Context: an optimization exercise on an open-source flow, tuned for small area. The choices shown serve that exercise and are no tape-out recipe.
At most, simulation tests tie the RTL to the original design; equivalence was not proved.
For run 2, only the layout was checked, not whether the RTL still works.
Power is estimated from default activity; no workload was simulated.

[config.mk]
export PLATFORM = sky130hd
export DESIGN_NAME = wb_regfile
export DESIGN_NICKNAME = wb_regfile
export VERILOG_FILES = /design/flow/design.v
export SDC_FILE = /design/flow/constraint.sdc
export NUM_CORES = 4
export LEC_CHECK = 0
export CAP_MARGIN = 20
export CORE_MARGIN = 2
export CORE_UTILIZATION = 40
export SETUP_SLACK_MARGIN = 0.5
export SLEW_MARGIN = 20
[constraint.sdc]
create_clock -name core_clock -period 6.5 [get_ports {clk}]
set_input_delay 1.3000 -clock core_clock [delete_from_list [all_inputs] [get_ports {clk}]]
set_output_delay 1.3000 -clock core_clock [all_outputs]
set_load 0.01 [all_outputs]
[design.v]
module wb_regfile #(
   parameter int DATA_W = 32,
   parameter int ADDR_W = 5,
   parameter int CNT_W  = 16
) (
   input  logic              clk,
   input  logic              rst_n,
   input  logic              MemtoReg_WB,
   input  logic              RegWrite_WB,
   input  logic [DATA_W-1:0] dmReadData_WB,
   input  logic [DATA_W-1:0] ALUResult_WB,
   input  logic [ADDR_W-1:0] Dst_WB,
   input  logic [ADDR_W-1:0] ReadReg1_ID,
   input  logic [ADDR_W-1:0] ReadReg2_ID,
   output logic [DATA_W-1:0] ReadData1_ID,
   output logic [DATA_W-1:0] ReadData2_ID,
   output logic [DATA_W-1:0] WriteData_WB,
   output logic [CNT_W-1:0]  CommitCount
);
   localparam int NREGS = 1 << ADDR_W;
   logic [DATA_W-1:0] regs_q [0:NREGS-1];
   logic [CNT_W-1:0]  commit_q;
   logic [CNT_W-1:0]  commit_d;
   logic              wr_qual;
   assign WriteData_WB = MemtoReg_WB ? dmReadData_WB : ALUResult_WB;
   assign wr_qual      = rst_n & RegWrite_WB & (Dst_WB != '0);
   always_comb begin
      commit_d = commit_q;
      if (wr_qual && (commit_q != '1)) begin
         commit_d = commit_q + 1'b1;
      end
   end
   always_ff @(posedge clk) begin
      if (!rst_n) begin
         for (int i = 0; i < NREGS; i++) begin
            regs_q[i] <= '0;
         end
         commit_q <= '0;
      end else begin
         if (wr_qual) begin
            regs_q[Dst_WB] <= WriteData_WB;
         end
         commit_q <= commit_d;
      end
   end
   always_comb begin
      ReadData1_ID = regs_q[ReadReg1_ID];
      ReadData2_ID = regs_q[ReadReg2_ID];
      if (!rst_n || (ReadReg1_ID == '0)) begin
         ReadData1_ID = '0;
      end
      if (!rst_n || (ReadReg2_ID == '0)) begin
         ReadData2_ID = '0;
      end
   end
   assign CommitCount = commit_q;
endmodule
[run.sh]
#!/bin/bash
# synth_recipe.tcl (not shown) runs the flow's synth.tcl, then flattens the netlist and writes it again
# the make line also repeats each setting of config.mk as NAME=value (left out here)
make -C /OpenROAD-flow-scripts/flow DESIGN_CONFIG=/design/flow/config.mk WORK_HOME=/design/flow/orfs CLKGATE_MAP_FILE= SYNTH_SCRIPT=/design/flow/synth_recipe.tcl finish
==> impl_results.md, run 1 <==
* Outcome: complete, no violations
* Most frequent cells in the layout: edfxtp_1, nor2_1, mux4_2
* Num CTS Buffers at 114
* Final setup fails at 0
* Post-Layout Inst Area at 0.0617 mm^2
* Largest net degree at the start of global routing at 59
* GP Congestion at 0.857
* Gate Count Post-Synth at 3634
* Worst hold path type: flip-flop to flip-flop
* # hold bufs at CTS at 0
* CTS tree: yes
* Nets at 3874
* Worst-Skew Late Latency at 0.71 ns
* Final Max Tran Viols at 0
* Setup CP Type: primary input to output port
* Total wire length at 192000 um
* Fill cells at 11400
* 1st-pass router iterations at 6
* Row count at 133
* Post-Syn Area per Cell at 14.6 um^2
* Ys async rst share at 0%
* Leak pwr at 21.5 nW
* CTS H-tree depth at 3
* Worst path bufs/invs at 4
* Root buffer cell: clkbuf_16
* RSZ-0062 raised after global routing: false
* Die area at 0.135 mm^2
* Post-route clock period utilization at 92.4%
* Final WS setup at 0.495 ns
* Placed cell areas at 0.0580 mm^2
* GRT Residual Overflow at 0
* PostCTS Resize Cnt at 2
* Ports at 195
* Chip height at 368 um
* Via/cell ratio at 6.40
* Clock buffer depth at 3
* # clock sinks at 1040
* Pwr Density at 271 mW/mm^2
* Total GRT Usage at 28.1%
* EDFF count, synth at 1024
* Final min period at 6.00 ns
* Syn-to-layout area delta at 16.5%
* Cell variety after synth at 49
* Fraction of layout instances using a drive strength above 1 at 25.0%
* VDD IR max at 0.237 mV
* Slowest cell on the critical path: a211oi_1
* Critical Path RT at 5.20 ns
* CP Data Arrival Time at 4.70 ns
* Tot Pwr at 16.7 mW
* Sequential area share after synthesis at 58.7%
* Yosys Warn Count at 1
* Drt drc at 0
* CP top delay family: buffers and inverters
* Primary FF master, synth: edfxtp_1
* Post CTS Setup Buffer Count at 0
* Placeable Area at 0.131 mm^2
* TNS Setup at 0 ns
* Vias in the first global route at 35700
* Final hold viol count at 0
* Critical Path Fanout Max at 40
* Fmax achieved at 167 MHz
* Most common cell after layout, fill and taps aside: edfxtp_1
* Pre-CTS setup slack at 0.190 ns
* Initial DRC Count at 5306
* Setup Skew at 0.00948 ns
* Die X at 368 um
* Initial antenna violation count at 5
* Crit start category: primary input
* Slowest stage delay, CP at 0.79 ns
* Routed Antenna Nets at 0
* Flops & latches, synth at 1040
* Critical Path Sink Type: output port
* Reg clk slew, reported paths at 0.06 ns
* HPWL after DPL at 118000 um
* Mapped Area at 0.0529 mm^2
* Max-cap violations at 0
* WL per Instance at 34.0 um
* Worst slew pin tran at 1.10 ns
* # port buffers at 194
* Crit-path cells: clkbuf_8 -> or3_2 -> buf_4 -> o22ai_1 -> a2111oi_0 -> a211oi_1 -> buf_4 -> clkdlybuf4s50_1
* Slew HR at 26.3%
* Via Count at 36100
* Initial Util at 40.3%
* First-pass GRT wire length at 270000 um
* Critical Path Most Common Cell: buf_4
==> final cells by class <==
type                            instances  area [um^2]  share of cell area (%)
Sequential cell                      1040        31100                    50.4
Multi-Input combinational cell       2204        20700                    33.6
Timing Repair Buffer                  395         3880                    6.28
Clock buffer                          143         2980                    4.83
Tap cell                             1755         2200                    3.56
Clock inverter                         64          706                    1.14
Inverter                               35          131                   0.213
Antenna cell                            1         2.50                 0.00406
==> sequential cells by signal, summed over array words and instances, names as in the netlist <==
name      cells
commit_q     16
regs_q     1024
==> cell families after synthesis <==
group                      count (synthesis)  synth area share, %
AOI/OAI and AO/OA                        255                 3.71
xor gates and xnor gates                   7                0.116
adders and majority gates                  1               0.0236
buffers and inverters                    421                 3.47
DFF                                     1040                 58.7
muxes                                    762                 25.6
other                                      1              0.00708
and+or+nand+nor                         1147                 8.41
==> final timing paths <==
kind | start | to | slack (ns) | cells after the start
max | ReadReg1_ID[2] | ReadData1_ID[14] | 0.50 | 8
min | commit_q[15]$_SDFFE_PN0P_ | commit_q[15]$_SDFFE_PN0P_ | 0.51 | 1
max reg2reg | commit_q[0]$_SDFFE_PN0P_ | commit_q[9]$_SDFFE_PN0P_ | 4.62 | 6
min reg2reg | commit_q[15]$_SDFFE_PN0P_ | commit_q[15]$_SDFFE_PN0P_ | 0.51 | 1
==> routing by layer <==
layer | global-route usage (%) | vias to the layer above | part of all wire (%)
met5 | 0 | - | 0.018
met1 | 38.1 | 18800 | 38
met2 | 44.2 | 2591 | 47
met4 | 10.7 | 4 | 4.0
met3 | 6.32 | 405 | 12
li1 | - | 14300 | -
==> metrics by stage <==
step                hold slack [ns]  cells  util [%]
global route                  0.555   5636      46.9
finish                        0.514   5637      46.9
global placement              0.495   5428      44.1
detailed placement            0.500   5428      44.1
CTS                           0.514   5635      46.9
floorplan                     0.496   3665         -
==> cells in the mapped netlist, drive strengths merged (32+ instances only) <==
library cell  number  area [um^2]
nand2             75          282
a21oi             34          170
o221ai            56          490
clkbuf           271         1020
buf              115          687
a211oi            38          285
nor2            1018         3820
inv               35          131
mux4             471        10600
o22a              32          280
edfxtp          1024        30700
mux2i            270         2700
==> power by group <==
group          internal, mW  switching [mW]
Clock                  3.83            2.74
Sequential             7.73           0.187
Combinational         0.933            1.28
Total                  12.5            4.21
==> worst reg2reg max path, delay by kind of cell (launching register included) <==
| kind | cells | cell delay [ns] |
|---|---|---|
| flip-flops | 1 | 0.35 |
| AND/OR/NAND/NOR | 3 | 0.63 |
| AO/OA/AOI/OAI | 2 | 0.57 |
| adder cells (fa/ha/maj) | 1 | 0.25 |
==> run 2: changes to the inputs <==
==> design.v (replaced) <==
module wb_regfile #(
   parameter int DATA_W = 32,
   parameter int ADDR_W = 5,
   parameter int CNT_W  = 16
) (
   input  logic              clk,
   input  logic              rst_n,
   input  logic              MemtoReg_WB,
   input  logic              RegWrite_WB,
   input  logic [DATA_W-1:0] dmReadData_WB,
   input  logic [DATA_W-1:0] ALUResult_WB,
   input  logic [ADDR_W-1:0] Dst_WB,
   input  logic [ADDR_W-1:0] ReadReg1_ID,
   input  logic [ADDR_W-1:0] ReadReg2_ID,
   output logic [DATA_W-1:0] ReadData1_ID,
   output logic [DATA_W-1:0] ReadData2_ID,
   output logic [DATA_W-1:0] WriteData_WB,
   output logic [CNT_W-1:0]  CommitCount
);
   localparam int NREGS = 1 << ADDR_W;
   logic [DATA_W-1:0] regs_q [1:NREGS-1];
   logic [CNT_W-1:0]  commit_q;
   logic              wr_qual;
   logic [DATA_W-1:0] wdata;        
   logic [NREGS-1:1]  wen;          
   logic [NREGS-1:1]  sel1, sel2;   
   assign WriteData_WB = MemtoReg_WB ? dmReadData_WB : ALUResult_WB;
   assign wr_qual      = rst_n & RegWrite_WB & (Dst_WB != '0);
   assign wdata        = WriteData_WB & {DATA_W{rst_n}};
   always_comb begin
      for (int i = 1; i < NREGS; i++) begin
         wen[i]  = !rst_n || (RegWrite_WB && (Dst_WB == ADDR_W'(i)));
         sel1[i] = rst_n && (ReadReg1_ID == ADDR_W'(i));
         sel2[i] = rst_n && (ReadReg2_ID == ADDR_W'(i));
      end
   end
   always_ff @(posedge clk) begin
      for (int i = 1; i < NREGS; i++) begin
         if (wen[i]) regs_q[i] <= wdata;
      end
   end
   always_ff @(posedge clk) begin
      if (!rst_n) begin
         commit_q <= '0;
      end else if (wr_qual && (commit_q != '1)) begin
         commit_q <= commit_q + 1'b1;
      end
   end
   always_comb begin
      ReadData1_ID = '0;
      ReadData2_ID = '0;
      for (int i = 1; i < NREGS; i++) begin
         ReadData1_ID = ReadData1_ID | (regs_q[i] & {DATA_W{sel1[i]}});
         ReadData2_ID = ReadData2_ID | (regs_q[i] & {DATA_W{sel2[i]}});
      end
   end
   assign CommitCount = commit_q;
endmodule
==> impl_results.md, run 2 <==
* Critical Path Fanout Max at 26 (was 40)
* CP Data Arrival Time at 4.85 ns (was 4.70 ns)
* Sequential share of power at 50.6% (was 47.4%)
* Total wire length at 242000 um (was 192000 um)
* Clock Power Share at 40.1% (was 39.3%)
* Sw Pwr at 4.15 mW (was 4.21 mW)
* Drt drc at 0 (unchanged)
* Util after Layout at 49.4% (was 46.9%)
* Flops & latches, synth at 1008 (was 1040)
* CTS H-tree depth at 3 (unchanged)
* Final hold viol count at 0 (unchanged)
* Pwr Density at 299 mW/mm^2 (was 271 mW/mm^2)
* Setup CP Type: primary input to output port (unchanged)
* Most frequent cells in the layout: edfxtp_1, a22oi_1, buf_4 (was edfxtp_1, nor2_1, mux4_2)
* GP Congestion at 1.03 (was 0.857)
* Vias in the first global route at 36200 (was 35700)
* Primary FF master, synth: edfxtp_1 (unchanged)
* Outcome: complete, no violations (unchanged)
* Leak pwr at 19.2 nW (was 21.5 nW)
* # port buffers at 194 (unchanged)
* Synth top cells by count: edfxtp_1, a22oi_1, and3_1 (was edfxtp_1, nor2_1, mux4_2)
* Slew HR at 14.6% (was 26.3%)
* Row count at 122 (was 133)
* Mapped Area at 0.0447 mm^2 (was 0.0529 mm^2)
* Placeable Area at 0.111 mm^2 (was 0.131 mm^2)
* Setup Skew at 0.00467 ns (was 0.00948 ns)
* Num CTS Buffers at 106 (was 114)
* Int Power at 12.2 mW (was 12.5 mW)
* Most frequent cell after synthesis: edfxtp_1 (unchanged)
* Nets at 3587 (was 3874)
* Switching Fraction at 25.4% (was 25.2%)
* Initial DRC Count at 10700 (was 5306)
* Biggest regs: regs_q: 992 flops, commit_q: 16 flops (was regs_q: 1024 flops, commit_q: 16 flops)
* Die area at 0.114 mm^2 (was 0.135 mm^2)
* 1st-pass router iterations at 17 (was 6)
* Worst-Skew Late Latency at 0.71 ns (about the same)
* VDD IR max at 0.198 mV (was 0.237 mV)
* Yosys Warn Count at 2 (was 1)
* Placed cells at 4832 (was 5428)
* Total GRT Usage at 40.6% (was 28.1%)
* Initial Util at 40.3% (about the same)
* First-pass GRT wire length at 317000 um (was 270000 um)
* Tot Pwr at 16.4 mW (was 16.7 mW)
* RSZ-0062 raised after global routing: true (was false)
* CTS tree: yes (unchanged)
* Via Count at 40000 (was 36100)
* Routed Antenna Nets at 0 (unchanged)
* Root buffer cell: clkbuf_16 (unchanged)
* Critical Path RT at 5.20 ns (about the same)
* Worst slew pin tran at 1.28 ns (was 1.10 ns)
* Post-Syn Area per Cell at 14.2 um^2 (was 14.6 um^2)
* Worst hold path type: flip-flop to flip-flop (unchanged)
* Critical Path Sink Type: output port (unchanged)
* # clock sinks at 1008 (was 1040)
* Initial antenna violation count at 18 (was 5)
* Most common cell after layout, fill and taps aside: edfxtp_1 (unchanged)
* Largest net degree at the start of global routing at 49 (was 59)
* Biggest register: regs_q (unchanged)
* Hold WS at 0.504 ns (was 0.514 ns)
* Chip height at 338 um (was 368 um)
* EDFF count, synth at 992 (was 1024)
* Gate Count Post-Synth at 3156 (was 3634)
* Sequential area share after synthesis at 67.4% (was 58.7%)
* Final min period at 6.15 ns (was 6.00 ns)
* Non-Filler Instances at 5091 (was 5637)
* Area leader, netlist: edfxtp_1 (unchanged)
* Max reg flops at 992 (was 1024)
* Final Max Tran Viols at 0 (unchanged)
* Syn-to-layout area delta at 22.6% (was 16.5%)
* Largest cells by area after synthesis: edfxtp_1, a22oi_1, and3_1 (was edfxtp_1, mux4_2, nor2_1)
* Fmax achieved at 163 MHz (was 167 MHz)
* Logic pwr share at 9.3% (was 13.2%)
* Ys async rst share at 0% (unchanged)
* Ports at 195 (unchanged)
* Die X at 338 um (was 368 um)
* Crit start category: primary input (unchanged)
* Cell variety after synth at 70 (was 49)
* Reg clk slew, reported paths at 0.06 ns (about the same)
* Fraction of layout instances using a drive strength above 1 at 18.9% (was 25.0%)
* Clock buffer depth at 3 (unchanged)
* HPWL after DPL at 146000 um (was 118000 um)
* Synth top area share at 66.7% (was 58.1%)
* Post-route clock period utilization at 94.5% (was 92.4%)
* Max-cap violations at 0 (unchanged)
* TNS Setup at 0 ns (unchanged)
* Final setup fails at 0 (unchanged)
* WL per Instance at 47.5 um (was 34.0 um)
* Via/cell ratio at 7.86 (was 6.40)
* GRT Residual Overflow at 0 (unchanged)
==> run 2: final cells by class <==
cell class	instances	area [um^2]
fill	9572	56000
sequential	1008	30100
multi-input combinational	1895	14400
timing repair buffer	490	4720
clock buffer	119	2700
tap	1488	1860
clock inverter	72	971
antenna	17	42.5
inverter	2	7.51
==> run 2: kinds of logic after synthesis <==
kind of cell	after synthesis	synth area share (%)
flops	1008	67.4
mux	144	3.49
buf+inv	253	2.42
compound gates	923	15.6
fa+ha+maj	1	0.0280
simple gates	816	10.9
xor+xnor	11	0.216
==> run 2: per-layer routing <==
layer	wire length [um]	GRT usage (%)	up-vias
li1	-	-	14000
met1	80100	51.3	19100
met2	95200	55.7	5384
met3	44700	17.9	1532
met4	21800	27.5	18
met5	191	0.542	-
==> run 2: path summary, 6_finish.rpt <==
path,from,to,slack (ns),cells past startpoint
max,ReadReg1_ID[3],ReadData1_ID[8],0.35,9
min,commit_q[10]$_SDFFE_PN0P_,commit_q[10]$_SDFFE_PN0P_,0.50,2
max reg2reg,commit_q[4]$_SDFFE_PN0P_,commit_q[7]$_SDFFE_PN0P_,4.34,5
min reg2reg,commit_q[10]$_SDFFE_PN0P_,commit_q[10]$_SDFFE_PN0P_,0.50,2
==> run 2: worst max-delay path, stage by stage <==
cell and delay (ns):
clkdlybuf4s50_1 0.50, buf_12 0.19, nand4_1 0.20, nor2_4 1.02
buf_4 0.48, a22oi_1 0.11, nand4_1 0.14, or3_1 0.25
clkdlybuf4s50_1 0.58
==> run 2: timing repair <==
item	in CTS	in global routing
hold buffers	0	0
gates resized for setup	8	14
pin swaps	7	8
setup buffers	26	24
setup endpoints to repair	29	49
==> run 2: stage by stage <==
stage | cell area [um^2] | setup slack [ns]
2_1_floorplan | 44700 | 1.80
3_3_place_gp | 50400 | 0.333
3_5_place_dp | 50500 | 0.368
4_1_cts | 54400 | 0.456
5_1_grt | 54700 | 0.418
6_report | 54800 | 0.354
==> run 2: power by group through the flow <==
stage	registers, mW	logic [mW]	clock network, mW
2_1_floorplan	8.18	0.586	0
3_3_place_gp	8.36	1.42	0
3_5_place_dp	8.34	1.43	0
4_1_cts	8.22	1.43	6.50
5_1_grt	8.28	1.51	6.76
6_report	8.27	1.52	6.56
==> run 3: changes to the inputs <==
--- a/design.v
+++ b/design.v
@@ -18,15 +18,19 @@
    output logic [CNT_W-1:0]  CommitCount
 );
    localparam int NREGS = 1 << ADDR_W;
-   logic [DATA_W-1:0] regs_q [1:NREGS-1];
+   logic [DATA_W-1:0] regs_q [1:NREGS-1];    
+   logic [DATA_W-1:0] regs_d [1:NREGS-1];
+   logic              phase_q;
    logic [CNT_W-1:0]  commit_q;
    logic              wr_qual;
-   logic [DATA_W-1:0] wdata;        
+   logic [DATA_W-1:0] wdata_n;      
    logic [NREGS-1:1]  wen;          
    logic [NREGS-1:1]  sel1, sel2;   
+   logic              rd1_any, rd2_any;
+   logic [DATA_W-1:0] rd1_raw, rd2_raw;
    assign WriteData_WB = MemtoReg_WB ? dmReadData_WB : ALUResult_WB;
    assign wr_qual      = rst_n & RegWrite_WB & (Dst_WB != '0);
-   assign wdata        = WriteData_WB & {DATA_W{rst_n}};
+   assign wdata_n = ~{DATA_W{rst_n}} | (WriteData_WB ^ {DATA_W{phase_q}});
    always_comb begin
       for (int i = 1; i < NREGS; i++) begin
          wen[i]  = !rst_n || (RegWrite_WB && (Dst_WB == ADDR_W'(i)));
@@ -34,9 +38,18 @@
          sel2[i] = rst_n && (ReadReg2_ID == ADDR_W'(i));
       end
    end
+   for (genvar i = 1; i < NREGS; i++) begin : g_reg
+      for (genvar b = 0; b < DATA_W; b++) begin : g_bit
+         wb_regfile_nxt u_nxt (
+            .q(regs_q[i][b]), .we(wen[i]), .we_n(~wen[i]), .wd_n(wdata_n[b]),
+            .d(regs_d[i][b])
+         );
+      end
+   end
    always_ff @(posedge clk) begin
+      phase_q <= rst_n & ~phase_q;
       for (int i = 1; i < NREGS; i++) begin
-         if (wen[i]) regs_q[i] <= wdata;
+         regs_q[i] <= regs_d[i];
       end
    end
    always_ff @(posedge clk) begin
@@ -46,13 +59,47 @@
          commit_q <= commit_q + 1'b1;
       end
    end
-   always_comb begin
-      ReadData1_ID = '0;
-      ReadData2_ID = '0;
-      for (int i = 1; i < NREGS; i++) begin
-         ReadData1_ID = ReadData1_ID | (regs_q[i] & {DATA_W{sel1[i]}});
-         ReadData2_ID = ReadData2_ID | (regs_q[i] & {DATA_W{sel2[i]}});
+   for (genvar b = 0; b < DATA_W; b++) begin : g_rd
+      logic [NREGS-1:1] col;
+      for (genvar i = 1; i < NREGS; i++) begin : g_col
+         assign col[i] = regs_q[i][b];
       end
+      wb_regfile_rdsel #(.N(NREGS-1)) u_rd1 (.sel(sel1), .d(col), .y(rd1_raw[b]));
+      wb_regfile_rdsel #(.N(NREGS-1)) u_rd2 (.sel(sel2), .d(col), .y(rd2_raw[b]));
    end
+   assign rd1_any = rst_n && (ReadReg1_ID != '0);
+   assign rd2_any = rst_n && (ReadReg2_ID != '0);
+   assign ReadData1_ID = rd1_raw ^ {DATA_W{phase_q & rd1_any}};
+   assign ReadData2_ID = rd2_raw ^ {DATA_W{phase_q & rd2_any}};
    assign CommitCount = commit_q;
 endmodule
+module wb_regfile_nxt (
+   input  logic q,
+   input  logic we,
+   input  logic we_n,
+   input  logic wd_n,
+   output logic d
+);
+   assign d = ~((q | we) & (wd_n | we_n));
+endmodule
+module wb_regfile_rdsel #(
+   parameter int N = 31
+) (
+   input  logic [N-1:0] sel,
+   input  logic [N-1:0] d,
+   output logic         y
+);
+   localparam int NG = N / 3;    
+   logic [NG-1:0] g_n;
+   for (genvar g = 0; g < NG; g++) begin : g_grp
+      wb_regfile_aoi3 u_aoi (.s(sel[3*g +: 3]), .d(d[3*g +: 3]), .y_n(g_n[g]));
+   end
+   assign y = ~&{g_n, ~(sel[N-1:3*NG] & d[N-1:3*NG])};
+endmodule
+module wb_regfile_aoi3 (
+   input  logic [2:0] s,
+   input  logic [2:0] d,
+   output logic       y_n
+);
+   assign y_n = ~|(s & d);
+endmodule
--- a/config.mk
+++ b/config.mk
@@ -10,3 +10,5 @@
 export CORE_UTILIZATION = 40
 export SETUP_SLACK_MARGIN = 0.5
 export SLEW_MARGIN = 20
+export SYNTH_HIERARCHICAL = 1
+export SYNTH_MINIMUM_KEEP_SIZE = 0
==> impl_results.md, run 3 <==
* Primary FF master, synth: dfxtp_1 (was edfxtp_1)
* CP Data Arrival Time at 4.82 ns (was 4.85 ns)
* Synth top cells by count: dfxtp_1, o22ai_1, a222oi_1 (was edfxtp_1, a22oi_1, and3_1)
* Critical Path Fanout Max at 12 (was 26)
* Area leader, netlist: dfxtp_1 (was edfxtp_1)
* Placeable Area at 0.0932 mm^2 (was 0.111 mm^2)
* Critical Path Sink Type: output port (unchanged)
* Ys async rst share at 0% (unchanged)
* Final setup fails at 0 (unchanged)
* Flops & latches, synth at 1009 (was 1008)
* Max reg flops at 992 (unchanged)
* # clock sinks at 1009 (was 1008)
* First-pass GRT wire length at 261000 um (was 317000 um)
* Biggest register: regs_q (unchanged)
* WL per Instance at 36.1 um (was 47.5 um)
* Final Max Tran Viols at 0 (unchanged)
* Max-cap violations at 0 (unchanged)
* Nets at 3979 (was 3587)
* Most frequent cell after synthesis: dfxtp_1 (was edfxtp_1)
* Fmax achieved at 163 MHz (about the same)
* Num CTS Buffers at 101 (was 106)
* Clock buffer depth at 3 (unchanged)
* Row count at 112 (was 122)
* RSZ-0062 raised after global routing: true (unchanged)
* Sw Pwr at 4.53 mW (was 4.15 mW)
* Leak pwr at 17.4 nW (was 19.2 nW)
* Ports at 195 (unchanged)
* Fill cells at 8319 (was 9572)
* Slew HR at 13.7% (was 14.6%)
* CTS tree: yes (unchanged)
* # hold bufs at CTS at 0 (unchanged)
* GRT Residual Overflow at 0 (unchanged)
* VDD IR max at 0.190 mV (was 0.198 mV)
* Pwr Density at 336 mW/mm^2 (was 299 mW/mm^2)
* Drt drc at 0 (unchanged)
* 1st-pass router iterations at 14 (was 17)
* Final hold viol count at 0 (unchanged)
* HPWL after DPL at 107000 um (was 146000 um)
* Via Count at 40700 (was 40000)
* Chip height at 310 um (was 338 um)
* Non-Filler Instances at 5228 (was 5091)
* Critical Path RT at 5.20 ns (about the same)
* Most common cell after layout, fill and taps aside: dfxtp_1 (was edfxtp_1)
* Post-route clock period utilization at 94.2% (was 94.5%)
* Die X at 310 um (was 338 um)
* Initial antenna violation count at 5 (was 18)
* Clock Power Share at 38.5% (was 40.1%)
* Cell variety after synth at 45 (was 70)
* Placed cells at 4969 (was 4832)
* Slowest stage delay, CP at 0.62 ns (was 1.02 ns)
* Final min period at 6.12 ns (was 6.15 ns)
* Total GRT Usage at 36.7% (was 40.6%)
* Worst slew pin tran at 1.29 ns (was 1.28 ns)
* Synth top area share at 53.9% (was 66.7%)
* Biggest regs: regs_q: 992 flops, commit_q: 16 flops, phase_q: 1 flops (was regs_q: 992 flops, commit_q: 16 flops)
* Gate Count Post-Synth at 3367 (was 3156)
* Crit start category: primary input (unchanged)
* Initial Util at 40.2% (was 40.3%)
* Worst hold path type: flip-flop to flip-flop (unchanged)
* Yosys Warn Count at 10 (was 2)
* Int Power at 11.5 mW (was 12.2 mW)
* Switching Fraction at 28.3% (was 25.4%)
* Sequential share of power at 47.9% (was 50.6%)
* Routed Antenna Nets at 0 (unchanged)
* Vias in the first global route at 37300 (was 36200)
* Slowest cell on the critical path: clkdlybuf4s50_1 (was nor2_4)
* TNS Setup at 0 ns (unchanged)
* Via/cell ratio at 7.79 (was 7.86)
* Setup Skew at 0.0324 ns (was 0.00467 ns)
* Initial DRC Count at 9345 (was 10700)
* Reg clk slew, reported paths at 0.06 ns (about the same)
* Outcome: complete, no violations (unchanged)
* Logic pwr share at 13.6% (was 9.3%)
* CTS H-tree depth at 3 (unchanged)
* Largest net degree at the start of global routing at 42 (was 49)
* Most frequent cells in the layout: dfxtp_1, o22ai_1, a222oi_1 (was edfxtp_1, a22oi_1, buf_4)
* Die area at 0.0962 mm^2 (was 0.114 mm^2)
* Syn-to-layout area delta at 27.0% (was 22.6%)
* Crit-path cells: clkdlybuf4s50_1 -> buf_6 -> nand4b_1 -> buf_4 -> nor2_4 -> buf_4 -> a222oi_1 -> nand4_1 -> a2111o_1 -> xor2_2 -> clkdlybuf4s50_1 (was clkdlybuf4s50_1 -> buf_12 -> nand4_1 -> nor2_4 -> buf_4 -> a22oi_1 -> nand4_1 -> or3_1 -> clkdlybuf4s50_1)
* Worst-Skew Late Latency at 0.70 ns (was 0.71 ns)
* EDFF count, synth at 0 (was 992)
* Setup CP Type: primary input to output port (unchanged)
* Mapped Area at 0.0375 mm^2 (was 0.0447 mm^2)
* Root buffer cell: clkbuf_16 (unchanged)
* Sequential area share after synthesis at 53.9% (was 67.4%)
* GP Congestion at 0.938 (was 1.03)
* Total wire length at 188000 um (was 242000 um)
* # port buffers at 194 (unchanged)
* Fraction of layout instances using a drive strength above 1 at 15.2% (was 18.9%)
* Tot Pwr at 16.0 mW (was 16.4 mW)
* Post-Syn Area per Cell at 11.1 um^2 (was 14.2 um^2)
* Largest cells by area after synthesis: dfxtp_1, a222oi_1, o22ai_1 (was edfxtp_1, a22oi_1, and3_1)
[run 3: cell types whose count changed after synthesis, sizes merged, moves of 64 or more]
| cell | before | now |
|---|---|---|
| o22ai | 2 | 992 |
| and3 | 186 | 1 |
| a222oi | 28 | 640 |
| xnor2 | 0 | 64 |
| a2111oi | 64 | 0 |
| a2111o | 0 | 64 |
| a22oi | 650 | 0 |
| nand3 | 129 | 10 |
| edfxtp | 992 | 0 |
| nand2 | 56 | 122 |
| dfxtp | 16 | 1009 |
| clkbuf | 183 | 13 |
[run 3: timing repair]
action	in CTS	in global routing
pin swaps	47	65
gates resized for setup	44	52
cloned	22	9
setup buffers	10	36
endpoints found under the setup margin	64	63
[run 3: critical path: cells and delay by family]
family,cells,cell delay (ns)
xor+xnor,1,0.32
compound gates,2,0.34
simple gates,3,0.98
buf+inv,5,1.85
[run 3: final cells by class]
type / count / area [um^2] / area share [%]
antenna: 1 / 2.50 / 0.00525
clock buffer: 145 / 2990 / 6.27
clock inverter: 36 / 477 / 1.00
inverter: 33 / 128 / 0.268
multi-input combinational: 2321 / 18200 / 38.3
sequential: 1009 / 20200 / 42.4
tap: 1254 / 1570 / 3.29
timing repair buffer: 429 / 4030 / 8.46
[run 3: per-module statistics from Yosys, one instance, submodules excluded, a selection]
module | times used | flip-flops and latches | cells | area [um^2]
wb_regfile | 1 | 1009 | 1479 | 23100
wb_regfile_aoi3 | 640 | 0 | 1 | 10.0
wb_regfile_nxt | 992 | 0 | 1 | 6.26
[run 3: final timing paths]
kind,slack [ns],endpoint,cells after the start,start
worst max-delay path,0.38,ReadData1_ID[5],11,ReadReg1_ID[3]
worst min-delay path,0.47,regs_q[14][9]$_DFF_P_,1,regs_q[14][9]$_DFF_P_
worst max register to register,4.33,regs_q[28][17]$_DFF_P_,4,phase_q$_DFF_P_
worst min register to register,0.47,regs_q[14][9]$_DFF_P_,1,regs_q[14][9]$_DFF_P_
[run 3: routing by layer]
| layer | global-route usage, % | vias up | routed length (um) |
|---|---|---|---|
| met2 | 54.5 | 3684 | 79000 |
| met3 | 11.9 | 870 | 28700 |
| met4 | 22.4 | 10 | 13700 |
| met1 | 46.2 | 19600 | 67000 |
| li1 | - | 16600 | - |
| met5 | 0 | - | 111 |
[run 3: through the flow]
step                      utilization, %  worst slack, ns  hold slack, ns  cell area, um^2
after floorplan                        -            0.773           0.442            37500
after global placement              46.2           0.0227           0.450            43100
after detailed placement            46.3          0.00264           0.459            43200
after CTS                           50.5            0.482           0.468            47000
after global routing                51.1            0.395           0.481            47600
final                               51.1            0.378           0.466            47600
[run 3: cell families after synthesis]
group                    synth area share, %
AO/OA/AOI/OAI                           36.0
buffers and inverters                  0.791
XOR/XNOR                                2.24
multiplexers                            1.25
adder cells (fa/ha/maj)               0.0334
AND/OR/NAND/NOR                         5.79
flip-flops                              53.9
[run 3: power by group through the flow]
stage	Combinational [mW]	Sequential, mW	Clock [mW]
after global routing	2.26	7.76	6.40
after CTS	2.07	7.64	6.15
after detailed placement	2.04	7.76	0
after floorplan	1.14	7.61	0
final	2.18	7.68	6.16
after global placement	2.00	7.75	0
==> run 4: changes to the inputs <==
==> flow/run.sh (new file) <==
#!/bin/bash
set -euo pipefail
cd "$(dirname "$0")/.."
CTS="-sink_clustering_enable -repair_clock_nets -dont_use_dummy_load"
CTS="$CTS -buf_list sky130_fd_sc_hd__clkbuf_16 -sink_clustering_size 25 -sink_clustering_max_diameter 80"
bash standard.sh \
  "BUFFER_PORTS_ARGS=-buffer_cell sky130_fd_sc_hd__buf_1" \
  "CTS_ARGS=$CTS" \
  finish > flow_make.log 2>&1
==> standard.sh (new file) <==
#!/bin/bash
# synth_recipe.tcl (not shown) runs the flow's synth.tcl, then flattens the netlist and writes it again
# the make line also repeats each setting of config.mk as NAME=value (left out here)
make -C /OpenROAD-flow-scripts/flow DESIGN_CONFIG=/design/flow/config.mk WORK_HOME=/design/flow/orfs CLKGATE_MAP_FILE= SYNTH_SCRIPT=/design/flow/synth_recipe.tcl "${@:-finish}"
--- a/config.mk
+++ b/config.mk
@@ -7,8 +7,12 @@
 export LEC_CHECK = 0
 export CAP_MARGIN = 20
 export CORE_MARGIN = 2
-export CORE_UTILIZATION = 40
-export SETUP_SLACK_MARGIN = 0.5
+export CORE_UTILIZATION = 45
+export CTS_BUF_LIST = sky130_fd_sc_hd__clkbuf_16
+export CTS_CLUSTER_DIAMETER = 80
+export CTS_CLUSTER_SIZE = 25
+export GPL_ROUTABILITY_DRIVEN = 0
+export SETUP_SLACK_MARGIN = 0.1
 export SLEW_MARGIN = 20
 export SYNTH_HIERARCHICAL = 1
 export SYNTH_MINIMUM_KEEP_SIZE = 0
removed: run.sh
==> impl_results.md, run 4 <==
* Outcome: complete, no violations (unchanged)
* CTS H-tree depth at 2 (was 3)
* Fraction of layout instances using a drive strength above 1 at 9.62% (was 15.2%)
* Synth top area share at 53.9% (unchanged)
* Fill cells at 7337 (was 8319)
* Root buffer cell: clkbuf_16 (unchanged)
* Most common cell after layout, fill and taps aside: dfxtp_1 (unchanged)
* Placeable Area at 0.0822 mm^2 (was 0.0932 mm^2)
* Critical Path RT at 5.20 ns (about the same)
* Syn-to-layout area delta at 13.7% (was 27.0%)
* Yosys Warn Count at 10 (unchanged)
* Row count at 105 (was 112)
* # port buffers at 194 (unchanged)
* # clock sinks at 1009 (unchanged)
* Slowest cell on the critical path: or3_1 (was clkdlybuf4s50_1)
* PostCTS Resize Cnt at 0 (was 44)
* Cell variety after synth at 45 (unchanged)
* Biggest register: regs_q (unchanged)
* Setup Skew at 0.0249 ns (was 0.0324 ns)
* Initial DRC Count at 9930 (was 9345)
* Routed Antenna Nets at 0 (unchanged)
* # hold bufs at CTS at 0 (unchanged)
* RSZ-0062 raised after global routing: false (was true)
* Final min period at 6.27 ns (was 6.12 ns)
* Reg clk slew, reported paths at 0.07 ns (was 0.06 ns)
* Hold path cells at 1 (unchanged)
* Crit. path cell count at 10 (was 11)
* TNS Setup at 0 ns (unchanged)
* Most frequent cells in the layout: dfxtp_1, o22ai_1, a222oi_1 (unchanged)
* Ys async rst share at 0% (unchanged)
* Drt drc at 0 (unchanged)
* Worst R2R Setup Slack at 4.41 ns (was 4.33 ns)
* Slowest stage delay, CP at 0.58 ns (was 0.62 ns)
* Critical R2R Capture: regs_q[21][15]$_DFF_P_ (was regs_q[28][17]$_DFF_P_)
* Total GRT Usage at 41.8% (was 36.7%)
* Synth top cells by count: dfxtp_1, o22ai_1, a222oi_1 (unchanged)
* Critical Path Sink Type: output port (unchanged)
* Total wire length at 190000 um (was 188000 um)
* Largest net degree at the start of global routing at 57 (was 42)
* Critical Path Fanout Max at 24 (was 12)
* CP Data Arrival Time at 4.97 ns (was 4.82 ns)
* Largest cells by area after synthesis: dfxtp_1, a222oi_1, o22ai_1 (unchanged)
* Critical Path Most Common Cell: buf_1
* Primary FF master, synth: dfxtp_1 (unchanged)
* GRT Residual Overflow at 0 (unchanged)
* Fmax achieved at 159 MHz (was 163 MHz)
* VDD IR max at 0.212 mV (was 0.190 mV)
* Post-route clock period utilization at 96.5% (was 94.2%)
* Slew HR at 13.7% (about the same)
* Worst-Skew Late Latency at 0.66 ns (was 0.70 ns)
* R2R depth at 4 (unchanged)
* Max-cap violations at 0 (unchanged)
* Vias in the first global route at 39700 (was 37300)
* Sequential area share after synthesis at 53.9% (unchanged)
* Final setup fails at 0 (unchanged)
* 1st-pass router iterations at 14 (unchanged)
* Die area at 0.0857 mm^2 (was 0.0962 mm^2)
* Via Count at 41100 (was 40700)
* Worst hold path type: flip-flop to flip-flop (unchanged)
* Crit-path cells: buf_1 -> nand2b_1 -> or3_1 -> nor2_2 -> buf_4 -> a222oi_1 -> nand4_1 -> a2111o_1 -> xor2_1 -> buf_1 (was clkdlybuf4s50_1 -> buf_6 -> nand4b_1 -> buf_4 -> nor2_4 -> buf_4 -> a222oi_1 -> nand4_1 -> a2111o_1 -> xor2_2 -> clkdlybuf4s50_1)
* HPWL after DPL at 113000 um (was 107000 um)
* Most frequent cell after synthesis: dfxtp_1 (unchanged)
* Worst path bufs/invs at 3 (was 5)
* Worst setup path endpoint: ReadData1_ID[3] (was ReadData1_ID[5])
* Final hold viol count at 0 (unchanged)
* Util after Layout at 51.8% (was 51.1%)
* Crit Reg-Reg Startpoint: phase_q$_DFF_P_ (unchanged)
* Post CTS Setup Buffer Count at 0 (was 10)
* Setup CP Type: primary input to output port (unchanged)
* Gate Count Post-Synth at 3367 (unchanged)
* Setup crit start: ReadReg1_ID[0] (was ReadReg1_ID[3])
* Max reg flops at 992 (unchanged)
* Biggest regs: regs_q: 992 flops, commit_q: 16 flops, phase_q: 1 flops (unchanged)
* Die X at 293 um (was 310 um)
* Initial Util at 45.6% (was 40.2%)
* Clock buffer depth at 3 (unchanged)
* Flops & latches, synth at 1009 (unchanged)
* Mapped Area at 0.0375 mm^2 (unchanged)
* Post-Syn Area per Cell at 11.1 um^2 (unchanged)
* Initial antenna violation count at 6 (was 5)
* EDFF count, synth at 0 (unchanged)
* First-pass GRT wire length at 267000 um (was 261000 um)
* Area leader, netlist: dfxtp_1 (unchanged)
* Crit start category: primary input (unchanged)
* Nets at 3818 (was 3979)
* Num CTS Buffers at 50 (was 101)
* CTS tree: yes (unchanged)
* Final Max Tran Viols at 0 (unchanged)
* Leak pwr at 15.0 nW (was 17.4 nW)
* Hold WS at 0.474 ns (was 0.466 ns)
* CP top delay family: simple AND/OR/NAND/NOR gates (was buffers and inverters)
* Chip height at 293 um (was 310 um)
* Ports at 195 (unchanged)
* WL per Instance at 39.5 um (was 36.1 um)
* Via/cell ratio at 8.56 (was 7.79)
* Pwr Density at 306 mW/mm^2 (was 336 mW/mm^2)
* Worst slew pin tran at 1.29 ns (about the same)
## run 4: cell type report
class                           instances  area, um^2  share of cell area, %
Sequential cell                      1009       20200                   47.4
Multi-Input combinational cell       2290       17700                   41.6
Timing Repair Buffer                  350        1980                   4.65
Tap cell                             1070        1340                   3.14
Clock buffer                           50        1250                   2.93
Inverter                               33         124                  0.291
Antenna cell                            2        5.00                 0.0117
## run 4: logic make-up after synthesis
family / Yosys count / synth area share [%]
XOR/XNOR: 96 / 2.24
flip-flops: 1009 / 53.9
buffers and inverters: 68 / 0.791
AO/OA/AOI/OAI: 1726 / 36.0
AND/OR/NAND/NOR: 424 / 5.79
multiplexers: 43 / 1.25
adder cells (fa/ha/maj): 1 / 0.0334
## run 4: modules after synthesis, one instance, submodules excluded, a selection
module | copies in the design | flops+latches
wb_regfile_aoi3 | 640 | 0
wb_regfile_nxt | 992 | 0
wb_regfile | 1 | 1009
## run 4: where the power goes
part           internal, mW  switching (mW)
Combinational         0.693            1.30
Clock                  1.37            2.02
Sequential             7.02           0.663
Total                  9.09            3.98
## run 4: worst min path at each step
| stage | start | endpoint | slack, ns |
|---|---|---|---|
| final | regs_q[23][21]$_DFF_P_ | regs_q[23][21]$_DFF_P_ | 0.47 |
| after global routing | regs_q[2][29]$_DFF_P_ | regs_q[2][29]$_DFF_P_ | 0.48 |
| after CTS | regs_q[2][22]$_DFF_P_ | regs_q[2][22]$_DFF_P_ | 0.47 |
| after detailed placement | regs_q[4][6]$_DFF_P_ | regs_q[4][6]$_DFF_P_ | 0.46 |
| after global placement | regs_q[4][9]$_DFF_P_ | regs_q[4][9]$_DFF_P_ | 0.45 |
| after floorplan | regs_q[10][0]$_DFF_P_ | regs_q[10][0]$_DFF_P_ | 0.44 |
## run 4: per-stage QoR
step / setup WS, ns / area [um^2] / instances / power (mW)
global route: 0.215 / 42600 / 4803 / 13.4
global placement: 0.608 / 41200 / 4746 / 9.54
floorplan: 0.773 / 37500 / 3367 / 8.75
detailed placement: 0.446 / 41400 / 4752 / 9.68
finish: 0.229 / 42600 / 4804 / 13.1
CTS: 0.441 / 42600 / 4802 / 12.9
## run 4: routing by layer
metal | vias up | routed length (um) | global-route usage, %
met4 | 10 | 14700 | 26.6
met5 | - | 403 | 3.18
met1 | 19800 | 64900 | 50.8
met2 | 4065 | 78100 | 60.9
met3 | 1140 | 31600 | 16.9
li1 | 16100 | - | -
==> run 5: changes to the inputs <==
--- a/config.mk
+++ b/config.mk
@@ -11,7 +11,6 @@
 export CTS_BUF_LIST = sky130_fd_sc_hd__clkbuf_16
 export CTS_CLUSTER_DIAMETER = 80
 export CTS_CLUSTER_SIZE = 25
-export GPL_ROUTABILITY_DRIVEN = 0
 export SETUP_SLACK_MARGIN = 0.1
 export SLEW_MARGIN = 20
 export SYNTH_HIERARCHICAL = 1
==> impl_results.md, run 5 <==
* Nets at 3817 (was 3818)
* # port buffers at 194 (unchanged)
* Yosys Warn Count at 10 (unchanged)
* CTS tree: yes (unchanged)
* Crit-path cells: buf_1 -> nand2b_1 -> or3_1 -> nor2_2 -> buf_4 -> a222oi_1 -> nand4_1 -> a2111o_1 -> xor2_1 -> buf_1 (unchanged)
* Final Max Tran Viols at 0 (unchanged)
* Critical Path Sink Type: output port (unchanged)
* Fmax achieved at 160 MHz (was 159 MHz)
* Final hold viol count at 0 (unchanged)
* Root buffer cell: clkbuf_16 (unchanged)
* Most frequent cell after synthesis: dfxtp_1 (unchanged)
* Ports at 195 (unchanged)
* Die area at 0.0857 mm^2 (unchanged)
* Max-cap violations at 0 (unchanged)
* Most frequent cells in the layout: dfxtp_1, o22ai_1, a222oi_1 (unchanged)
* Setup Skew at 0.0557 ns (was 0.0249 ns)
* # hold bufs at CTS at 0 (unchanged)
* Post-Syn Area per Cell at 11.1 um^2 (unchanged)
* Setup CP Type: primary input to output port (unchanged)
* Ys async rst share at 0% (unchanged)
* Reg clk slew, reported paths at 0.07 ns (about the same)
* Biggest regs: regs_q: 992 flops, commit_q: 16 flops, phase_q: 1 flops (unchanged)
* Post CTS Setup Buffer Count at 0 (unchanged)
* Row count at 105 (unchanged)
* Slowest stage delay, CP at 0.84 ns (was 0.58 ns)
* Initial antenna violation count at 6 (unchanged)
* Initial Util at 45.6% (unchanged)
* Primary FF master, synth: dfxtp_1 (unchanged)
* Critical Path Fanout Max at 14 (was 24)
* Leak pwr at 15.1 nW (was 15.0 nW)
* Post-route clock period utilization at 95.9% (was 96.5%)
* Pwr Density at 305 mW/mm^2 (was 306 mW/mm^2)
* Slew HR at 11.3% (was 13.7%)
* Fill cells at 7325 (was 7337)
* VDD IR max at 0.192 mV (was 0.212 mV)
* Total wire length at 190000 um (about the same)
* Slowest cell on the critical path: nor2_2 (was or3_1)
* Largest cells by area after synthesis: dfxtp_1, a222oi_1, o22ai_1 (unchanged)
* Drt drc at 0 (unchanged)
* Die X at 293 um (unchanged)
* Outcome: complete, no violations (unchanged)
* Via/cell ratio at 8.48 (was 8.56)
* Biggest register: regs_q (unchanged)
* Worst R2R Setup Slack at 4.43 ns (was 4.41 ns)
* Routed Antenna Nets at 0 (unchanged)
* Worst slew pin tran at 1.33 ns (was 1.29 ns)
* Final WS setup at 0.264 ns (was 0.229 ns)
* Crit start category: primary input (unchanged)
* Most common cell after layout, fill and taps aside: dfxtp_1 (unchanged)
* CP Data Arrival Time at 4.94 ns (was 4.97 ns)
* Initial DRC Count at 10100 (was 9930)
* Chip height at 293 um (unchanged)
* Via Count at 40700 (was 41100)
* Worst-Skew Late Latency at 0.68 ns (was 0.66 ns)
* First-pass GRT wire length at 268000 um (was 267000 um)
* EDFF count, synth at 0 (unchanged)
* RSZ-0062 raised after global routing: false (unchanged)
* WL per Instance at 39.6 um (was 39.5 um)
* PostCTS Resize Cnt at 0 (unchanged)
* CTS H-tree depth at 2 (unchanged)
* Cell variety after synth at 45 (unchanged)
* Placeable Area at 0.0822 mm^2 (unchanged)
* Flops & latches, synth at 1009 (unchanged)
* Final min period at 6.24 ns (was 6.27 ns)
* HPWL after DPL at 113000 um (about the same)
* Max reg flops at 992 (unchanged)
* Fraction of layout instances using a drive strength above 1 at 9.62% (about the same)
* Clock buffer depth at 3 (unchanged)
* Mapped Area at 0.0375 mm^2 (unchanged)
* Pre-CTS setup slack at 0.553 ns (was 0.446 ns)
* Syn-to-layout area delta at 14.1% (was 13.7%)
* 1st-pass router iterations at 13 (was 14)
* GRT Residual Overflow at 0 (unchanged)
* Area leader, netlist: dfxtp_1 (unchanged)
* Storage cell area at 0.0202 mm^2 (unchanged)
* Final setup fails at 0 (unchanged)
* TNS Setup at 0 ns (unchanged)
* Vias in the first global route at 38900 (was 39700)
* Worst hold path type: flip-flop to flip-flop (unchanged)
* Synth top area share at 53.9% (unchanged)
* Gate Count Post-Synth at 3367 (unchanged)
* Area of the multi-input gates at 0.0177 mm^2 (about the same)
* Num CTS Buffers at 49 (was 50)
* Sequential area share after synthesis at 53.9% (unchanged)
* Synth top cells by count: dfxtp_1, o22ai_1, a222oi_1 (unchanged)
* Critical Path Most Common Cell: buf_1 (unchanged)
* Total GRT Usage at 42.1% (was 41.8%)
* GP Congestion at 0.944
* Critical Path RT at 5.20 ns (about the same)
* Largest net degree at the start of global routing at 52 (was 57)
* # clock sinks at 1009 (unchanged)
[run 5: power by group]
group          internal, mW  total (mW)  switching, mW
combinational         0.695        1.98           1.29
sequential             7.02        7.68          0.661
clock                  1.35        3.38           2.03
total                  9.06        13.0           3.98
[run 5: final timing paths]
kind / start / end / cells after the start
worst min-delay path: regs_q[2][0]$_DFF_P_ / regs_q[2][0]$_DFF_P_ / 1
worst max register to register: commit_q[0]$_SDFFE_PN0P_ / commit_q[5]$_SDFFE_PN0P_ / 5
worst max-delay path: ReadReg1_ID[0] / ReadData1_ID[7] / 10
worst min register to register: regs_q[2][0]$_DFF_P_ / regs_q[2][0]$_DFF_P_ / 1
[run 5: per-module statistics from Yosys (local to each module, per instance), excerpt]
module | cells inside | times used | area [um^2]
wb_regfile | 1479 | 1 | 23100
wb_regfile_aoi3 | 1 | 640 | 10.0
wb_regfile_nxt | 1 | 992 | 6.26
[run 5: logic make-up (layout without fill, tap and decap cells)]
family,after synthesis,count (layout),synth area share [%]
adder cells (fa/ha/maj),1,1,0.0334
multiplexers,43,43,1.25
XOR/XNOR,96,96,2.24
buffers and inverters,68,432,0.791
AND/OR/NAND/NOR,424,424,5.79
flip-flops,1009,1009,53.9
other,0,3,0
AO/OA/AOI/OAI,1726,1726,36.0
[run 5: metal layers]
metal  share of wire (%)  vias to the layer above  track usage [%]  wire length (um)
li1                    -                    16100                -                 -
met1                  35                    19500             53.0             66200
met2                  41                     4042             61.9             78500
met3                  17                     1051             15.4             31900
met4                 7.1                        6             24.2             13600
met5               0.019                        -                0                36
[run 5: metrics by stage]
| stage | cells | hold slack (ns) | utilization [%] | power [mW] | instance area (um^2) |
|---|---|---|---|---|---|
| final | 4804 | 0.470 | 52.0 | 13.0 | 42800 |
| after global routing | 4801 | 0.487 | 52.0 | 13.4 | 42800 |
| after CTS | 4799 | 0.471 | 51.9 | 12.9 | 42700 |
| after detailed placement | 4750 | 0.460 | 50.4 | 9.67 | 41500 |
| after global placement | 4741 | 0.449 | 50.1 | 9.54 | 41200 |
| after floorplan | 3367 | 0.442 | - | 8.75 | 37500 |
[run 5: critical path: cells and delay by family]
| kind | cells | cell delay, ns |
|---|---|---|
| and+or+nand+nor | 4 | 1.87 |
| buffers and inverters | 3 | 0.90 |
| xor gates and xnor gates | 1 | 0.55 |
| AOI/OAI and AO/OA | 2 | 0.28 |
[run 5: cell type report]
cell class	instances	area share [%]
repair buffers	350	5.05
diodes	3	0.0175
well taps	1070	3.13
flip-flops and latches	1009	47.2
clock buffers	49	2.87
multi-input cells	2290	41.4
inverters	33	0.290
==> run 6: changes to the inputs <==
--- a/config.mk
+++ b/config.mk
@@ -7,10 +7,12 @@
 export LEC_CHECK = 0
 export CAP_MARGIN = 20
 export CORE_MARGIN = 2
-export CORE_UTILIZATION = 45
+export CORE_UTILIZATION = 55
 export CTS_BUF_LIST = sky130_fd_sc_hd__clkbuf_16
 export CTS_CLUSTER_DIAMETER = 80
 export CTS_CLUSTER_SIZE = 25
+export GPL_ROUTABILITY_DRIVEN = 0
+export PLACE_DENSITY = 0.7
 export SETUP_SLACK_MARGIN = 0.1
 export SLEW_MARGIN = 20
 export SYNTH_HIERARCHICAL = 1
==> impl_results.md, run 6 <==
* Critical Path Fanout Max at 20 (was 14)
* Final min period at 6.01 ns (was 6.24 ns)
* Nets at 3805 (was 3817)
* Post-Syn Area per Cell at 11.1 um^2 (unchanged)
* Slowest cell on the critical path: nor2_2 (unchanged)
* Mapped Area at 0.0375 mm^2 (unchanged)
* Largest net degree at the start of global routing at 71 (was 52)
* Max-cap violations at 0 (unchanged)
* Hold path cells at 1 (unchanged)
* WHS Endpoint: regs_q[17][14]$_DFF_P_ (was regs_q[2][0]$_DFF_P_)
* Yosys Warn Count at 10 (unchanged)
* Via/cell ratio at 8.87 (was 8.48)
* 1st-pass router iterations at 14 (was 13)
* Post CTS Setup Buffer Count at 0 (unchanged)
* Crit start category: primary input (unchanged)
* CP top delay family: simple AND/OR/NAND/NOR gates (unchanged)
* Worst R2R Setup Slack at 4.26 ns (was 4.43 ns)
* Ports at 195 (unchanged)
* Placeable Area at 0.0674 mm^2 (was 0.0822 mm^2)
* Most common cell after layout, fill and taps aside: dfxtp_1 (unchanged)
* GRT Residual Overflow at 0 (unchanged)
* Initial Util at 55.6% (was 45.6%)
* Setup CP Type: primary input to output port (unchanged)
* Die area at 0.0703 mm^2 (was 0.0857 mm^2)
* Synth top cells by count: dfxtp_1, o22ai_1, a222oi_1 (unchanged)
* Final hold viol count at 0 (unchanged)
* M2 GR Usage at 68.8% (was 61.9%)
* Placed cells at 4543 (was 4750)
* Fill cells at 5448 (was 7325)
* Critical R2R Capture: regs_q[15][4]$_DFF_P_ (was commit_q[5]$_SDFFE_PN0P_)
* Worst slew pin tran at 1.24 ns (was 1.33 ns)
* Post-Layout Inst Area at 0.0420 mm^2 (was 0.0428 mm^2)
* Via Count at 40700 (about the same)
* Outcome: complete, no violations (unchanged)
* Critical Path Sink Type: output port (unchanged)
* R2R depth at 4 (was 5)
* Biggest regs: regs_q: 992 flops, commit_q: 16 flops, phase_q: 1 flops (unchanged)
* Crit-path cells: clkbuf_4 -> inv_1 -> nor2_1 -> nand3_1 -> nor2_2 -> buf_4 -> a222oi_1 -> nand4_1 -> a2111o_1 -> xor2_1 -> buf_1 (was buf_1 -> nand2b_1 -> or3_1 -> nor2_2 -> buf_4 -> a222oi_1 -> nand4_1 -> a2111o_1 -> xor2_1 -> buf_1)
* Drt drc at 0 (unchanged)
* Worst-Skew Late Latency at 0.66 ns (was 0.68 ns)
* Num CTS Buffers at 48 (was 49)
* CTS H-tree depth at 2 (unchanged)
* WL per Instance at 37.5 um (was 39.6 um)
* HPWL after DPL at 102000 um (was 113000 um)
* Syn-to-layout area delta at 11.9% (was 14.1%)
* VDD IR max at 0.204 mV (was 0.192 mV)
* Setup Skew at 0.0690 ns (was 0.0557 ns)
* Clock buffer depth at 3 (unchanged)
* Total GRT Usage at 46.3% (was 42.1%)
* Routed Antenna Nets at 0 (unchanged)
* Critical Path RT at 5.20 ns (about the same)
* Root buffer cell: clkbuf_16 (unchanged)
* Non-Filler Instances at 4593 (was 4804)
* Slowest stage delay, CP at 0.77 ns (was 0.84 ns)
* Placed cell areas at 0.0407 mm^2 (was 0.0415 mm^2)
* Most frequent cell after synthesis: dfxtp_1 (unchanged)
* Die X at 265 um (was 293 um)
* TNS Setup at 0 ns (unchanged)
* HP Start: regs_q[17][14]$_DFF_P_ (was regs_q[2][0]$_DFF_P_)
* Flops & latches, synth at 1009 (unchanged)
* Gate Count Post-Synth at 3367 (unchanged)
* CTS tree: yes (unchanged)
* Final Max Tran Viols at 0 (unchanged)
* Largest cells by area after synthesis: dfxtp_1, a222oi_1, o22ai_1 (unchanged)
* # hold bufs at CTS at 0 (unchanged)
* Area leader, netlist: dfxtp_1 (unchanged)
* EDFF count, synth at 0 (unchanged)
* Initial DRC Count at 10900 (was 10100)
* # port buffers at 194 (unchanged)
* Met3 GRT Util at 18.9% (was 15.4%)
* Fraction of layout instances using a drive strength above 1 at 9.63% (was 9.62%)
* Post-route clock period utilization at 92.5% (was 95.9%)
* Reg clk slew, reported paths at 0.09 ns (was 0.07 ns)
* Biggest register: regs_q (unchanged)
* Fmax achieved at 166 MHz (was 160 MHz)
* Final WS setup at 0.488 ns (was 0.264 ns)
* Pwr Density at 308 mW/mm^2 (was 305 mW/mm^2)
* Util after Layout at 62.3% (was 52.0%)
* Busiest grt layer: met2 (unchanged)
* Slew HR at 16.9% (was 11.3%)
* Synth top area share at 53.9% (unchanged)
* GR Util met1 at 55.9% (was 53.0%)
* # clock sinks at 1009 (unchanged)
* Tot Pwr at 12.9 mW (was 13.0 mW)
* CP Data Arrival Time at 4.71 ns (was 4.94 ns)
* PostCTS Resize Cnt at 0 (unchanged)
* First-pass GRT wire length at 248000 um (was 268000 um)
* Pre-CTS setup slack at 0.654 ns (was 0.553 ns)
* Total wire length at 172000 um (was 190000 um)
* Cell variety after synth at 45 (unchanged)
* Worst hold path type: flip-flop to flip-flop (unchanged)
* Leak pwr at 14.9 nW (was 15.1 nW)
* Sequential area share after synthesis at 53.9% (unchanged)
* RSZ-0062 raised after global routing: false (unchanged)
* Crit. path cell count at 11 (was 10)
* Hold WS at 0.474 ns (was 0.470 ns)
* Chip height at 265 um (was 293 um)
* Row count at 95 (was 105)
* Primary FF master, synth: dfxtp_1 (unchanged)
* Vias in the first global route at 39200 (was 38900)
* Initial antenna violation count at 10 (was 6)
* Most frequent cells in the layout: dfxtp_1, o22ai_1, a222oi_1 (unchanged)
* Max reg flops at 992 (unchanged)
* Final setup fails at 0 (unchanged)
* Worst path bufs/invs at 4 (was 3)
* Ys async rst share at 0% (unchanged)
* Crit Reg-Reg Startpoint: phase_q$_DFF_P_ (was commit_q[0]$_SDFFE_PN0P_)
==> run 6: cell counts after synthesis <==
No cell type changed its count.
==> run 6: final cells by class <==
class                      count  area (um^2)  area share, %
sequential                  1009        20200           48.1
multi-input combinational   2290        17500           41.6
timing repair buffer         339         1870           4.47
clock buffer                  48         1200           2.86
tap                          873         1090           2.60
inverter                      33          124          0.295
antenna                        1         2.50        0.00596
==> run 6: how the worst max path moves through the flow <==
stage / slack (ns) / startpoint / end
final: 0.49 / rst_n / ReadData1_ID[7]
after global routing: 0.48 / ReadReg1_ID[0] / ReadData1_ID[5]
after CTS: 0.65 / rst_n / ReadData2_ID[9]
after detailed placement: 0.65 / rst_n / ReadData2_ID[9]
after global placement: 0.68 / rst_n / ReadData2_ID[9]
after floorplan: 0.77 / ReadReg1_ID[1] / ReadData1_ID[0]
==> run 6: kinds of logic (layout without fill, tap and decap cells) <==
| group | count (synthesis) | count (layout) | synth area share [%] |
|---|---|---|---|
| AO/OA/AOI/OAI | 1726 | 1726 | 36.0 |
| flip-flops | 1009 | 1009 | 53.9 |
| AND/OR/NAND/NOR | 424 | 424 | 5.79 |
| XOR/XNOR | 96 | 96 | 2.24 |
| buffers and inverters | 68 | 420 | 0.791 |
| multiplexers | 43 | 43 | 1.25 |
| adder cells (fa/ha/maj) | 1 | 1 | 0.0334 |
| other | 0 | 1 | 0 |
==> run 6: power by group <==
group / total [mW] / internal [mW] / switching, mW
combinational: 1.95 / 0.683 / 1.27
clock: 3.31 / 1.32 / 1.99
sequential: 7.67 / 7.02 / 0.652
total: 12.9 / 9.02 / 3.91
==> run 6: worst reg2reg max path, cell delays in order (launching register included) <==
cell	delay [ns]
dfxtp_2	0.32
buf_4	0.31
xnor2_1	0.67
nand2_2	0.57
o22ai_1	0.32
==> run 6: Yosys stat by module (local to each module, per instance), a selection <==
| module | cells | cell area (um^2) | flops+latches | times used |
|---|---|---|---|---|
| wb_regfile | 1479 | 23100 | 1009 | 1 |
| wb_regfile_aoi3 | 1 | 10.0 | 0 | 640 |
| wb_regfile_nxt | 1 | 6.26 | 0 | 992 |
==> run 6: per-layer routing <==
layer / vias up / wire length (um)
met5: - / 89
met4: 14 / 13400
met3: 1159 / 30500
met2: 4189 / 71300
met1: 19300 / 56700
li1: 16100 / -
==> run 7: changes to the inputs <==
--- a/config.mk
+++ b/config.mk
@@ -11,7 +11,6 @@
 export CTS_BUF_LIST = sky130_fd_sc_hd__clkbuf_16
 export CTS_CLUSTER_DIAMETER = 80
 export CTS_CLUSTER_SIZE = 25
-export GPL_ROUTABILITY_DRIVEN = 0
 export PLACE_DENSITY = 0.7
 export SETUP_SLACK_MARGIN = 0.1
 export SLEW_MARGIN = 20
==> impl_results.md, run 7 <==
* # clock sinks at 1009 (unchanged)
* Routed Antenna Nets at 0 (unchanged)
* Initial DRC Count at 9875 (was 10900)
* Critical Path Fanout Max at 32 (was 20)
* Largest cells by area after synthesis: dfxtp_1, a222oi_1, o22ai_1 (unchanged)
* Setup CP Type: primary input to output port (unchanged)
* WL per Instance at 38.2 um (was 37.5 um)
* Synth top area share at 53.9% (unchanged)
* Most frequent cells in the layout: dfxtp_1, o22ai_1, a222oi_1 (unchanged)
* Placeable Area at 0.0674 mm^2 (unchanged)
* Outcome: complete, no violations (unchanged)
* Ports at 195 (unchanged)
* Non-Filler Instances at 4600 (was 4593)
* HPWL after DPL at 104000 um (was 102000 um)
* Worst slew pin tran at 1.24 ns (about the same)
* CP top delay family: simple AND/OR/NAND/NOR gates (unchanged)
* Gate Count Post-Synth at 3367 (unchanged)
* Reg clk slew, reported paths at 0.07 ns (was 0.09 ns)
* # hold bufs at CTS at 0 (unchanged)
* Max reg flops at 992 (unchanged)
* Worst path bufs/invs at 3 (was 4)
* Fill cells at 5462 (was 5448)
* Critical Path Most Common Cell: buf_1
* VDD IR max at 0.250 mV (was 0.204 mV)
* Critical Path Sink Type: output port (unchanged)
* Placed cells at 4551 (was 4543)
* Util after Layout at 62.4% (was 62.3%)
* TNS Setup at 0 ns (unchanged)
* Post-synthesis adder-cell area fraction at 0.0334% (unchanged)
* Critical Path RT at 5.20 ns (about the same)
* Fmax achieved at 167 MHz (was 166 MHz)
* Post-Layout Inst Area at 0.0420 mm^2 (about the same)
* Crit-path cells: buf_1 -> nand2b_1 -> or3_1 -> nor3_2 -> buf_4 -> a222oi_1 -> nand4_1 -> a2111o_1 -> xor2_1 -> buf_1 (was clkbuf_4 -> inv_1 -> nor2_1 -> nand3_1 -> nor2_2 -> buf_4 -> a222oi_1 -> nand4_1 -> a2111o_1 -> xor2_1 -> buf_1)
* Vias in the first global route at 39400 (was 39200)
* Slowest cell on the critical path: nand4_1 (was nor2_2)
* EDFF count, synth at 0 (unchanged)
* Primary FF master, synth: dfxtp_1 (unchanged)
* Ys async rst share at 0% (unchanged)
* Sequential area share after synthesis at 53.9% (unchanged)
* Mapped Area at 0.0375 mm^2 (unchanged)
* RSZ-0062 raised after global routing: false (unchanged)
* Most common cell after layout, fill and taps aside: dfxtp_1 (unchanged)
* Nets at 3812 (was 3805)
* Final Max Tran Viols at 0 (unchanged)
* Slowest stage delay, CP at 0.51 ns (was 0.77 ns)
* Yosys Warn Count at 10 (unchanged)
* Largest net degree at the start of global routing at 45 (was 71)
* Post-synthesis compound-gate area fraction at 36.0% (unchanged)
* # port buffers at 194 (unchanged)
* Final min period at 5.98 ns (was 6.01 ns)
* Most frequent cell after synthesis: dfxtp_1 (unchanged)
* Initial Util at 55.6% (unchanged)
* CTS H-tree depth at 2 (unchanged)
* Biggest register: regs_q (unchanged)
* Syn-to-layout area delta at 12.1% (was 11.9%)
* Main combinational cell family by area after synthesis: compound AO/OA/AOI/OAI gates (unchanged)
* Worst hold path type: flip-flop to flip-flop (unchanged)
* CTS tree: yes (unchanged)
* Num CTS Buffers at 48 (unchanged)
* CP Data Arrival Time at 4.68 ns (was 4.71 ns)
* Leak pwr at 15.0 nW (was 14.9 nW)
* Post-synthesis mux area share at 1.25% (unchanged)
* Worst-Skew Late Latency at 0.66 ns (about the same)
* Slew HR at 17.3% (was 16.9%)
* Post-Syn Area per Cell at 11.1 um^2 (unchanged)
* Die X at 265 um (unchanged)
* Post CTS Setup Buffer Count at 0 (unchanged)
* Via Count at 40700 (about the same)
* Via/cell ratio at 8.85 (was 8.87)
* Hold WS at 0.473 ns (was 0.474 ns)
* Chip height at 265 um (unchanged)
* Setup Skew at 0.0421 ns (was 0.0690 ns)
* First-pass GRT wire length at 252000 um (was 248000 um)
* Total GRT Usage at 47.3% (was 46.3%)
* GP Congestion at 0.974
* Root buffer cell: clkbuf_16 (unchanged)
* Pwr Density at 307 mW/mm^2 (was 308 mW/mm^2)
* PostCTS Resize Cnt at 0 (unchanged)
* Max-cap violations at 0 (unchanged)
* Final hold viol count at 0 (unchanged)
* Total wire length at 176000 um (was 172000 um)
* Simple logic cell fraction of the synthesized area at 5.79% (unchanged)
* Biggest regs: regs_q: 992 flops, commit_q: 16 flops, phase_q: 1 flops (unchanged)
* Die area at 0.0703 mm^2 (unchanged)
* Clock buffer depth at 3 (unchanged)
* Area leader, netlist: dfxtp_1 (unchanged)
* Drt drc at 0 (unchanged)
* GRT Residual Overflow at 0 (unchanged)
* Row count at 95 (unchanged)
* Fraction of layout instances using a drive strength above 1 at 9.61% (was 9.63%)
* Crit start category: primary input (unchanged)
* Cell variety after synth at 45 (unchanged)
* Post-route clock period utilization at 92.0% (was 92.5%)
* Initial antenna violation count at 11 (was 10)
* XOR/XNOR Fraction of Synth Area at 2.24% (unchanged)
* Flops & latches, synth at 1009 (unchanged)
* Placed cell areas at 0.0408 mm^2 (was 0.0407 mm^2)
* Final setup fails at 0 (unchanged)
* Synth top cells by count: dfxtp_1, o22ai_1, a222oi_1 (unchanged)
* 1st-pass router iterations at 15 (was 14)
run 7: cell counts after synthesis:
No cell type changed its count.
run 7: logic make-up after synthesis:
kind of cell | Yosys count
AO/OA/AOI/OAI | 1726
multiplexers | 43
flip-flops | 1009
XOR/XNOR | 96
buffers and inverters | 68
AND/OR/NAND/NOR | 424
adder cells (fa/ha/maj) | 1
run 7: metrics by stage:
step	worst slack (ns)	total power, mW
after global placement	0.848	9.47
after floorplan	0.773	8.75
final	0.520	12.9
after detailed placement	0.799	9.62
after CTS	0.800	12.7
after global routing	0.527	13.2
run 7: final timing paths:
kind / start / to / slack, ns / cells after the start
max: ReadReg1_ID[1] / ReadData1_ID[10] / 0.52 / 10
min: regs_q[14][21]$_DFF_P_ / regs_q[14][21]$_DFF_P_ / 0.47 / 1
max reg2reg: phase_q$_DFF_P_ / regs_q[4][15]$_DFF_P_ / 4.28 / 4
min reg2reg: regs_q[14][21]$_DFF_P_ / regs_q[14][21]$_DFF_P_ / 0.47 / 1
run 7: layout make-up:
class | instances | area [um^2] | share of cell area, %
multi-input cells | 2290 | 17500 | 41.5
clock buffers | 48 | 1200 | 2.86
well taps | 873 | 1090 | 2.60
flip-flops and latches | 1009 | 20200 | 48.0
diodes | 1 | 2.50 | 0.00595
repair buffers | 346 | 1960 | 4.65
inverters | 33 | 124 | 0.295
run 7: routing by layer:
metal / vias to the layer above / global-route usage, % / share of wire [%]
met2: 4107 / 68.6 / 41
met3: 1201 / 19.5 / 18
met1: 19300 / 58.2 / 34
met5: - / 0 / 0.062
li1: 16100 / - / -
met4: 16 / 30.2 / 8.1
run 7: where the power goes:
part / internal (mW) / leakage, nW / switching [mW] / total (mW)
clock: 1.32 / 0.592 / 1.98 / 3.30
combinational: 0.686 / 5.88 / 1.27 / 1.95
sequential: 7.02 / 8.48 / 0.655 / 7.67
total: 9.03 / 15.0 / 3.90 / 12.9
run 7: Yosys stat by module (local to each module, per instance), a selection:
module           cells inside  times used
wb_regfile               1479           1
wb_regfile_aoi3             1         640
wb_regfile_nxt              1         992

==> re-timing with driven ports <==
How much do the figures lean on ideal ports? The routed layouts below were timed once more, with nothing changed but the port constraints. Step 1 sets driving cells, clkbuf_16 on the clock port and buf_2 on the other inputs (assumed; they add their load-dependent delay and slew). Step 2 also shifts input and output timing later by t, the mid clock arrival at the registers, as if the neighbouring blocks saw the same clock. Slacks: ideal / step 1 / step 2; pairs: ideal / step 1.
| run | shift t [ns] | slack for setup (ns) | latest minus earliest clock arrival (ns) | worst slew at a driven data input, ns | pins driven straight from the clock port |
|---|---|---|---|---|---|
| run 1 | 0.782 | 0.495 / 0.457 / 0.457 | 0.037 / 0.037 | 0.06 | 1 |
| run 2 | 0.790 | 0.354 / 0.324 / 0.324 | 0.043 / 0.043 | 0.19 | 1 |
| run 3 | 0.754 | 0.378 / 0.356 / 0.356 | 0.040 / 0.040 | 0.05 | 1 |
| run 4 | 0.710 | 0.229 / 0.203 / 0.203 | 0.043 / 0.044 | 0.09 | 1 |
| run 5 | 0.703 | 0.264 / 0.241 / 0.241 | 0.097 / 0.097 | 0.04 | 1 |
| run 6 | 0.692 | 0.488 / 0.452 / 0.452 | 0.069 / 0.069 | 0.04 | 1 |
| run 7 | 0.699 | 0.520 / 0.495 / 0.495 | 0.058 / 0.058 | 0.04 | 1 |
After both steps setup and hold are still met in every run listed. For run 1, which loses most, drivers alone change the setup slack by -0.038 ns; drivers and shift together by -0.038 ns.
